What follows belongs to an exercise in optimizing a design on an open flow for small area; a production flow would make more cautious choices. Only simulation tests tie the RTL to the original design; equivalence was not proved. No driver is modelled on the clock port, so clocking that relies on it looks cheaper here than on a real chip. No activity file was given, so power comes from the tool's default toggle rates.

==> job 9046 <==
==> flow/design.v <==
package lpht_pkg;
    localparam int SLOTS_DEF     = 16;
    localparam int KEY_BYTES_DEF = 8;
    localparam int LEN_W     = 5;
    localparam int OP_W      = 2;
    localparam int STATUS_W  = 2;
    localparam int KEY_W     = 64;
    localparam int VALUE_W   = 64;
    localparam int MARK_W    = 2;
    localparam logic [LEN_W-1:0] TLEN_RESET = 5'd16;
    typedef enum logic [OP_W-1:0] {
        OP_INSERT = 2'd0,
        OP_FIND   = 2'd1,
        OP_REMOVE = 2'd2
    } t_op;
    typedef enum logic [STATUS_W-1:0] {
        ST_DONE      = 2'd0,
        ST_NOT_FOUND = 2'd1,
        ST_DUPLICATE = 2'd2,
        ST_FULL      = 2'd3
    } t_status;
    typedef enum logic [MARK_W-1:0] {
        MARK_EMPTY   = 2'd0,
        MARK_USED    = 2'd1,
        MARK_DELETED = 2'd2
    } t_mark;
endpackage
module lpht_ram #(
    parameter int WIDTH = 8,
    parameter int DEPTH = 16
) (
    input  logic             i_clk,
    input  logic             i_we,
    input  logic             i_keep,
    input  logic [WIDTH-1:0] i_wdata,
    output logic [WIDTH-1:0] o_head,
    output logic [WIDTH-1:0] o_tail
);
    logic [WIDTH*DEPTH-1:0] r_ring;
    always_ff @(posedge i_clk) begin
        r_ring <= {(({WIDTH{i_we}} & i_wdata) | ({WIDTH{i_keep}} & r_ring[WIDTH-1:0])),
                   r_ring[WIDTH*DEPTH-1:WIDTH]};
    end
    assign o_head = r_ring[WIDTH-1:0];
    assign o_tail = r_ring[WIDTH*DEPTH-1 -: WIDTH];
endmodule
module linear_probe_hash_table #(
    parameter int SLOTS     = lpht_pkg::SLOTS_DEF,
    parameter int KEY_BYTES = lpht_pkg::KEY_BYTES_DEF
) (
    input  logic                                            i_clk,
    input  logic                                            i_rst_n,
    input  logic                                            s_axis_tvalid,
    output logic                                            s_axis_tready,
    input  logic [lpht_pkg::KEY_W+lpht_pkg::VALUE_W-1:0]    s_axis_tdata,
    input  logic [lpht_pkg::OP_W-1:0]                       s_axis_tuser,
    output logic                                            m_axis_tvalid,
    input  logic                                            m_axis_tready,
    output logic [lpht_pkg::VALUE_W-1:0]                    m_axis_tdata,
    output logic [lpht_pkg::STATUS_W-1:0]                   m_axis_tuser,
    input  logic                                            i_cfg_we,
    input  logic [lpht_pkg::LEN_W-1:0]                      i_cfg_wdata
);
    localparam int IW = $clog2(SLOTS);
    localparam int KW = lpht_pkg::KEY_W;
    localparam int VW = lpht_pkg::VALUE_W;
    localparam int LW = lpht_pkg::LEN_W;
    typedef enum logic [2:0] {
        S_CLEAR = 3'd0,
        S_IDLE  = 3'd1,
        S_HASH  = 3'd2,
        S_SEEK  = 3'd3,
        S_PROBE = 3'd4,
        S_WRITE = 3'd5,
        S_ACK   = 3'd6
    } t_state;
    t_state                    r_state;
    logic [IW-1:0]             r_pos;
    logic [1:0]                r_ext;
    logic [IW-1:0]             r_h;
    logic [IW-1:0]             r_widx;
    logic                      r_free_v;
    logic [LW-1:0]             r_tlen;
    logic                      r_out_valid;
    logic [1:0]                r_out_st;
    logic                      r_wsel, r_keep;
    logic [VW-1:0]             r_out_val;
    logic [1:0]                op;
    logic [KW-1:0]             key;
    logic [LW-1:0]             len_use;
    logic [lpht_pkg::MARK_W-1:0] hd_mark;
    logic [KW+VW-1:0]          hd_kv, tl_kv;
    logic                      r_vsel, r_vkeep, find_hit;
    logic                      is_empty, is_used, is_match;
    logic                      at_h, probe, exhausted, wr;
    logic [5:0]                bidx;
    logic                      kbit;
    logic [IW:0]               t_sum, t_red;
    assign op  = s_axis_tuser;
    assign key = s_axis_tdata[KW-1:0];
    always_comb begin
        if (r_tlen == '0) begin
            len_use = LW'(1);
        end else if (32'(r_tlen) > 32'(SLOTS)) begin
            len_use = LW'(SLOTS);
        end else begin
            len_use = r_tlen;
        end
    end
    assign bidx  = {r_pos[2:0], ~{r_ext, r_pos[3]}};
    assign kbit  = key[bidx];
    assign t_sum = (r_pos[2:0] == 3'd0) ? {r_h, kbit} : ({1'b0, r_h} + (IW + 1)'(kbit));
    assign t_red = (t_sum >= (IW + 1)'(len_use)) ? (t_sum - (IW + 1)'(len_use)) : t_sum;
    assign is_empty = (hd_mark == lpht_pkg::MARK_EMPTY);
    assign is_used  = (hd_mark == lpht_pkg::MARK_USED);
    assign is_match = is_used && (hd_kv[KW-1:0] == key);
    assign at_h      = (r_pos == r_h);
    assign probe     = ((r_state == S_SEEK) && at_h) ||
                       ((r_state == S_PROBE) && !at_h && ((IW + 1)'(r_pos) < (IW + 1)'(len_use)));
    assign exhausted = (r_state == S_PROBE) && at_h;
    assign wr        = (r_state == S_WRITE) && ((r_pos + IW'(1)) == r_widx);
    assign s_axis_tready = (r_state == S_ACK);
    always_ff @(posedge i_clk) begin
        if (!i_rst_n) begin
            r_state     <= S_CLEAR;
            r_pos       <= '0;
            r_tlen      <= lpht_pkg::TLEN_RESET;
            r_out_valid <= 1'b0;
        end else begin
            r_pos <= r_pos + IW'(1);
            if (i_cfg_we) begin
                r_tlen <= i_cfg_wdata;
            end
            if (m_axis_tready) begin
                r_out_valid <= 1'b0;
            end
            case (r_state)
                S_CLEAR: begin
                    if (r_pos == IW'(SLOTS - 1)) begin
                        r_state <= S_IDLE;
                    end
                end
                S_IDLE: begin
                    if (s_axis_tvalid && !r_out_valid) begin
                        if (op == 2'd3) begin
                            r_state <= S_ACK;
                        end else if (r_pos == IW'(SLOTS - 1)) begin
                            r_state <= S_HASH;
                        end
                    end
                end
                S_HASH: begin
                    if (r_pos == IW'(SLOTS - 1)) begin
                        if (r_ext == 2'd3) begin
                            r_state <= S_SEEK;
                        end
                    end
                end
                S_SEEK, S_PROBE: begin
                    if (probe || exhausted) begin
                        r_state <= S_PROBE;
                    end
                    if (probe && (is_match || is_empty)) begin
                        r_state <= S_ACK;
                        if ((op == lpht_pkg::OP_REMOVE) ? is_match :
                            (op == lpht_pkg::OP_INSERT) && !is_match) begin
                            r_state <= S_WRITE;
                        end
                    end
                    if (exhausted) begin
                        r_state <= S_ACK;
                        if ((op == lpht_pkg::OP_INSERT) && r_free_v) begin
                            r_state <= S_WRITE;
                        end
                    end
                end
                S_WRITE: begin
                    if (wr) begin
                        r_state <= S_ACK;
                    end
                end
                S_ACK: begin
                    r_out_valid <= 1'b1;
                    r_state     <= S_IDLE;
                end
                default: begin
                    r_state <= S_IDLE;
                end
            endcase
        end
    end
    always_ff @(posedge i_clk) begin
        case (r_state)
            S_IDLE: if (!r_out_valid) begin
                r_ext     <= '0;
                r_h       <= '0;
                r_free_v  <= 1'b0;
                r_out_st  <= lpht_pkg::ST_NOT_FOUND;
            end
            S_HASH: begin
                r_h <= t_red[IW-1:0];
                if (r_pos == IW'(SLOTS - 1)) begin
                    r_ext <= r_ext + 2'd1;
                end
            end
            default: begin
            end
        endcase
        if (probe) begin
            if (!r_free_v && !is_used) begin
                r_free_v <= 1'b1;
                r_widx   <= r_pos;
            end
            if (is_match) begin
                r_widx <= r_pos;
                case (op)
                    lpht_pkg::OP_INSERT: r_out_st <= lpht_pkg::ST_DUPLICATE;
                    lpht_pkg::OP_FIND,
                    lpht_pkg::OP_REMOVE: r_out_st <= lpht_pkg::ST_DONE;
                    default:             r_out_st <= lpht_pkg::ST_NOT_FOUND;
                endcase
            end else if (is_empty && (op == lpht_pkg::OP_INSERT)) begin
                r_out_st <= lpht_pkg::ST_DONE;
            end
        end
        if (exhausted && (op == lpht_pkg::OP_INSERT)) begin
            r_out_st <= r_free_v ? lpht_pkg::ST_DONE : lpht_pkg::ST_FULL;
        end
    end
    assign find_hit = probe && is_match && (op == lpht_pkg::OP_FIND);
    always_ff @(posedge i_clk) begin
        r_vsel    <= find_hit;
        r_vkeep   <= !find_hit && !((r_state == S_IDLE) && !r_out_valid);
        r_out_val <= ({VW{r_vsel}} & tl_kv[KW +: VW]) | ({VW{r_vkeep}} & r_out_val);
    end
    always_ff @(posedge i_clk) begin
        r_wsel <= wr;
        r_keep <= !wr;
    end
    lpht_ram #(
        .WIDTH (KW + VW),
        .DEPTH (SLOTS)
    ) u_kv_ring (
        .i_clk   (i_clk),
        .i_we    (r_wsel),
        .i_keep  (r_keep),
        .i_wdata (s_axis_tdata),
        .o_head  (hd_kv),
        .o_tail  (tl_kv)
    );
    lpht_ram #(
        .WIDTH (lpht_pkg::MARK_W),
        .DEPTH (SLOTS)
    ) u_mark_ring (
        .i_clk   (i_clk),
        .i_we    ((r_state == S_CLEAR) || r_wsel),
        .i_keep  (!((r_state == S_CLEAR) || r_wsel)),
        .i_wdata ((r_state == S_CLEAR) ? lpht_pkg::MARK_EMPTY :
                  (op == lpht_pkg::OP_INSERT) ? lpht_pkg::MARK_USED : lpht_pkg::MARK_DELETED),
        .o_head  (hd_mark),
        .o_tail  ()
    );
    assign m_axis_tvalid = r_out_valid;
    assign m_axis_tuser  = r_out_st;
    assign m_axis_tdata  = r_out_val;
endmodule
==> flow/flow/run.sh <==
#!/bin/bash
set -o pipefail
export BUFFER_PORTS_ARGS="-buffer_cell sky130_fd_sc_hd__buf_1"
export CTS_ARGS="-sink_clustering_enable -repair_clock_nets -dont_use_dummy_load -buf_list sky130_fd_sc_hd__clkbuf_4 -sink_clustering_size 12 -sink_clustering_max_diameter 40 -sink_buffer_max_cap_derate 1.0"
export POST_CTS_TCL="$PWD/flow/fix_clk.tcl"
bash standard.sh > standard.log 2>&1
==> flow/flow/fix_clk.tcl <==
# Upsize the clock-tree buffers that drive a register clock pin with a slow slew,
# then legalise the placement again.
set fix_thr 0.117
estimate_parasitics -placement
set fix_insts {}
foreach pin [get_pins -hierarchical */CLK] {
  if {[get_property $pin slew_max] > $fix_thr} {
    foreach drv [get_pins -of_objects [get_nets -of_objects $pin] -filter "direction==output"] {
      lappend fix_insts [get_full_name [get_cells -of_objects $drv]]
    }
  }
}
set fix_next [dict create sky130_fd_sc_hd__clkbuf_1 sky130_fd_sc_hd__clkbuf_2 \
  sky130_fd_sc_hd__clkbuf_2 sky130_fd_sc_hd__clkbuf_4 sky130_fd_sc_hd__clkbuf_4 sky130_fd_sc_hd__clkbuf_8 \
  sky130_fd_sc_hd__clkbuf_8 sky130_fd_sc_hd__clkbuf_16]
set fix_n 0
foreach name [lsort -unique $fix_insts] {
  set cell [get_cells $name]
  set master [get_property [get_lib_cells -of_objects $cell] name]
  if {[dict exists $fix_next $master]} {
    replace_cell $cell [dict get $fix_next $master]
    incr fix_n
  }
}
puts "fix_clk: upsized $fix_n clock buffers"
if {$fix_n > 0} {
  detailed_placement
  check_placement -verbose
  estimate_parasitics -placement
}
set fix_mx 0
foreach pin [get_pins -hierarchical */CLK] {
  set s [get_property $pin slew_max]
  if {$s > $fix_mx} { set fix_mx $s }
}
puts "fix_clk: largest register clock pin slew $fix_mx"
==> flow/standard.sh <==
#!/bin/bash
# synth_recipe.tcl (not shown) runs the flow's synth.tcl, then flattens the netlist and writes it again
# the make line also repeats each setting of config.mk as NAME=value (left out here)
make -C /OpenROAD-flow-scripts/flow DESIGN_CONFIG=/design/flow/config.mk WORK_HOME=/design/flow/orfs CLKGATE_MAP_FILE= SYNTH_SCRIPT=/design/flow/synth_recipe.tcl "${@:-finish}"
==> flow/config.mk <==
export PLATFORM = sky130hd
export DESIGN_NAME = linear_probe_hash_table
export DESIGN_NICKNAME = linear_probe_hash_table
export VERILOG_FILES = /design/flow/design.v
export SDC_FILE = /design/flow/constraint.sdc
export NUM_CORES = 4
export LEC_CHECK = 0
export CAP_MARGIN = 20
export CORE_MARGIN = 2
export CORE_UTILIZATION = 60
export PLACE_DENSITY = 0.75
export SLEW_MARGIN = 20
==> flow/constraint.sdc <==
create_clock -name core_clock -period 10.0 [get_ports {i_clk}]
set_input_delay 2.0000 -clock core_clock [delete_from_list [all_inputs] [get_ports {i_clk}]]
set_output_delay 2.0000 -clock core_clock [all_outputs]
set_load 0.01 [all_outputs]
==> job 1619 (differences from job 9046) <==
--- a/flow/design.v
+++ b/flow/design.v
@@ -33,6 +33,4 @@
     input  logic             i_we,
-    input  logic             i_keep,
     input  logic [WIDTH-1:0] i_wdata,
-    output logic [WIDTH-1:0] o_head,
-    output logic [WIDTH-1:0] o_tail
+    output logic [WIDTH-1:0] o_head
 );
@@ -40,7 +38,5 @@
     always_ff @(posedge i_clk) begin
-        r_ring <= {(({WIDTH{i_we}} & i_wdata) | ({WIDTH{i_keep}} & r_ring[WIDTH-1:0])),
-                   r_ring[WIDTH*DEPTH-1:WIDTH]};
+        r_ring <= {(i_we ? i_wdata : r_ring[WIDTH-1:0]), r_ring[WIDTH*DEPTH-1:WIDTH]};
     end
     assign o_head = r_ring[WIDTH-1:0];
-    assign o_tail = r_ring[WIDTH*DEPTH-1 -: WIDTH];
 endmodule
@@ -85,3 +81,2 @@
     logic [1:0]                r_out_st;
-    logic                      r_wsel, r_keep;
     logic [VW-1:0]             r_out_val;
@@ -91,4 +86,3 @@
     logic [lpht_pkg::MARK_W-1:0] hd_mark;
-    logic [KW+VW-1:0]          hd_kv, tl_kv;
-    logic                      r_vsel, r_vkeep, find_hit;
+    logic [KW+VW-1:0]          hd_kv;
     logic                      is_empty, is_used, is_match;
@@ -111,3 +105,3 @@
     assign kbit  = key[bidx];
-    assign t_sum = (r_pos[2:0] == 3'd0) ? {r_h, kbit} : ({1'b0, r_h} + (IW + 1)'(kbit));
+    assign t_sum = ((r_pos[2:0] == 3'd0) ? {r_h, 1'b0} : {1'b0, r_h}) + (IW + 1)'(kbit);
     assign t_red = (t_sum >= (IW + 1)'(len_use)) ? (t_sum - (IW + 1)'(len_use)) : t_sum;
@@ -120,3 +114,3 @@
     assign exhausted = (r_state == S_PROBE) && at_h;
-    assign wr        = (r_state == S_WRITE) && ((r_pos + IW'(1)) == r_widx);
+    assign wr        = (r_state == S_WRITE) && (r_pos == r_widx);
     assign s_axis_tready = (r_state == S_ACK);
@@ -197,2 +191,3 @@
                 r_free_v  <= 1'b0;
+                r_out_val <= '0;
                 r_out_st  <= lpht_pkg::ST_NOT_FOUND;
@@ -221,2 +216,5 @@
                 endcase
+                if (op == lpht_pkg::OP_FIND) begin
+                    r_out_val <= hd_kv[KW +: VW];
+                end
             end else if (is_empty && (op == lpht_pkg::OP_INSERT)) begin
@@ -228,12 +226,2 @@
         end
-    end
-    assign find_hit = probe && is_match && (op == lpht_pkg::OP_FIND);
-    always_ff @(posedge i_clk) begin
-        r_vsel    <= find_hit;
-        r_vkeep   <= !find_hit && !((r_state == S_IDLE) && !r_out_valid);
-        r_out_val <= ({VW{r_vsel}} & tl_kv[KW +: VW]) | ({VW{r_vkeep}} & r_out_val);
-    end
-    always_ff @(posedge i_clk) begin
-        r_wsel <= wr;
-        r_keep <= !wr;
     end
@@ -244,7 +232,5 @@
         .i_clk   (i_clk),
-        .i_we    (r_wsel),
-        .i_keep  (r_keep),
+        .i_we    (wr && (op == lpht_pkg::OP_INSERT)),
         .i_wdata (s_axis_tdata),
-        .o_head  (hd_kv),
-        .o_tail  (tl_kv)
+        .o_head  (hd_kv)
     );
@@ -255,8 +241,6 @@
         .i_clk   (i_clk),
-        .i_we    ((r_state == S_CLEAR) || r_wsel),
-        .i_keep  (!((r_state == S_CLEAR) || r_wsel)),
+        .i_we    ((r_state == S_CLEAR) || wr),
         .i_wdata ((r_state == S_CLEAR) ? lpht_pkg::MARK_EMPTY :
                   (op == lpht_pkg::OP_INSERT) ? lpht_pkg::MARK_USED : lpht_pkg::MARK_DELETED),
-        .o_head  (hd_mark),
-        .o_tail  ()
+        .o_head  (hd_mark)
     );
==> flow/run.sh (new file) <==
#!/bin/bash
# synth_recipe.tcl (not shown) runs the flow's synth.tcl, then flattens the netlist and writes it again
# the make line also repeats each setting of config.mk as NAME=value (left out here)
make -C /OpenROAD-flow-scripts/flow DESIGN_CONFIG=/design/flow/config.mk WORK_HOME=/design/flow/orfs CLKGATE_MAP_FILE= SYNTH_SCRIPT=/design/flow/synth_recipe.tcl finish
CORE_UTILIZATION = 40   (was 60)
PLACE_DENSITY = 0.6   (was 0.75)
removed: flow/flow/run.sh
removed: flow/flow/fix_clk.tcl
removed: flow/standard.sh
==> summary of the runs <==
Between job 9046 and job 1619, the lower area after synthesis is in job 9046 (gap about 1%, measured against job 1619). Of job 1619 and job 9046, job 9046 has the higher fmax (gap about 8%, measured against job 9046). Against job 9046, the sequential share of layout area of job 1619 is lower by 11 points. Of job 1619 and job 9046, job 1619 has the higher final cell count (gap 20%, measured against job 9046). Of job 1619 and job 9046, job 1619 has the higher cell area (gap about 15%, measured against job 9046). In job 9046 the critical path depth is higher than in job 1619, by 4. Clock skew: job 9046 is higher than job 1619 (87 ps). Between job 1619 and job 9046, the lower synthesized cell count is in job 9046 (gap 4.1%, measured against job 9046). In job 1619 the setup slack is worse than in job 9046, by 460 ps. In job 9046 the register-to-register slack is higher than in job 1619, by 140 ps. Between job 1619 and job 9046, the lower worst hold slack is in job 9046 (gap 45 ps).
==> figures <==
	job 9046	job 1619
Fin cells	4160	4991
Buffers excl. clock	214	213
Slew at the pin closest to its max-slew limit	1190 ps	1030 ps
Clk pwr share	27.6%	46.6%
Run status	no timing/DRC/antenna violations	no timing/DRC/antenna violations
Max stage delay cell, worst path	sky130_fd_sc_hd__mux4_2	sky130_fd_sc_hd__clkdlybuf4s50_1
Clock transition at the register clock pins on the worst setup and hold paths after CTS	110 ps	60 ps
Count of different cell masters after synthesis	61	53
Register-to-register setup slack	5190 ps	5050 ps
Crit path required time	10700 ps	10500 ps
Netlist area before placement	48000 um2	48500 um2
WL met1	33700 um	37500 um
Combined area of the multi-input logic cells	4080 um2	4690 um2
Width of the die	287 um	352 um
Slowest stage delay, CP	540 ps	600 ps
Die area	82300 um2	124000 um2
Mean area per synthesized cell	17.6 um2	17.0 um2
Number of global-route vias before repair	20300	19500
Hold Path Sink	u_kv_ring.r_ring[466]$_DFF_P_	u_kv_ring.r_ring[817]$_DFF_P_
Critical path depth	18	14
Register-to-Register Path Depth	18	13
Net Sw Power	0.00239 W	0.00325 W
Die span in y	287 um	352 um

separate check: timing with driven ports:
In the flow no input, the clock included, has a driving cell. The finished layouts below were timed again as built, in two steps. Step 1, drivers: a clkbuf_16 drives i_clk and a buf_2 each remaining input, both assumed. Step 2 moves the port delays by t, midway between the first and last clock arrival at a register: inputs arrive t later, outputs are due t later. That takes back most of the time a late clock gives input paths. Three values: ideal ports, drivers, drivers and shift; two values: the first two.
run | shift t [ns] | setup slack, ns | worst setup path at the end | worst slew at a driven data input, ns | cell pins on the clock port's net
job 9046 | 1.066 | 4.852 / 4.888 / 3.823 | input to register | 0.11 | 1
job 1619 | 0.829 | 4.388 / 4.427 / 3.598 | input to register | 0.13 | 1
After both steps every run listed still meets setup and hold. The setup slack of job 9046, which loses most, moves by +0.036 ns with the drivers and by -1.029 ns with both steps.
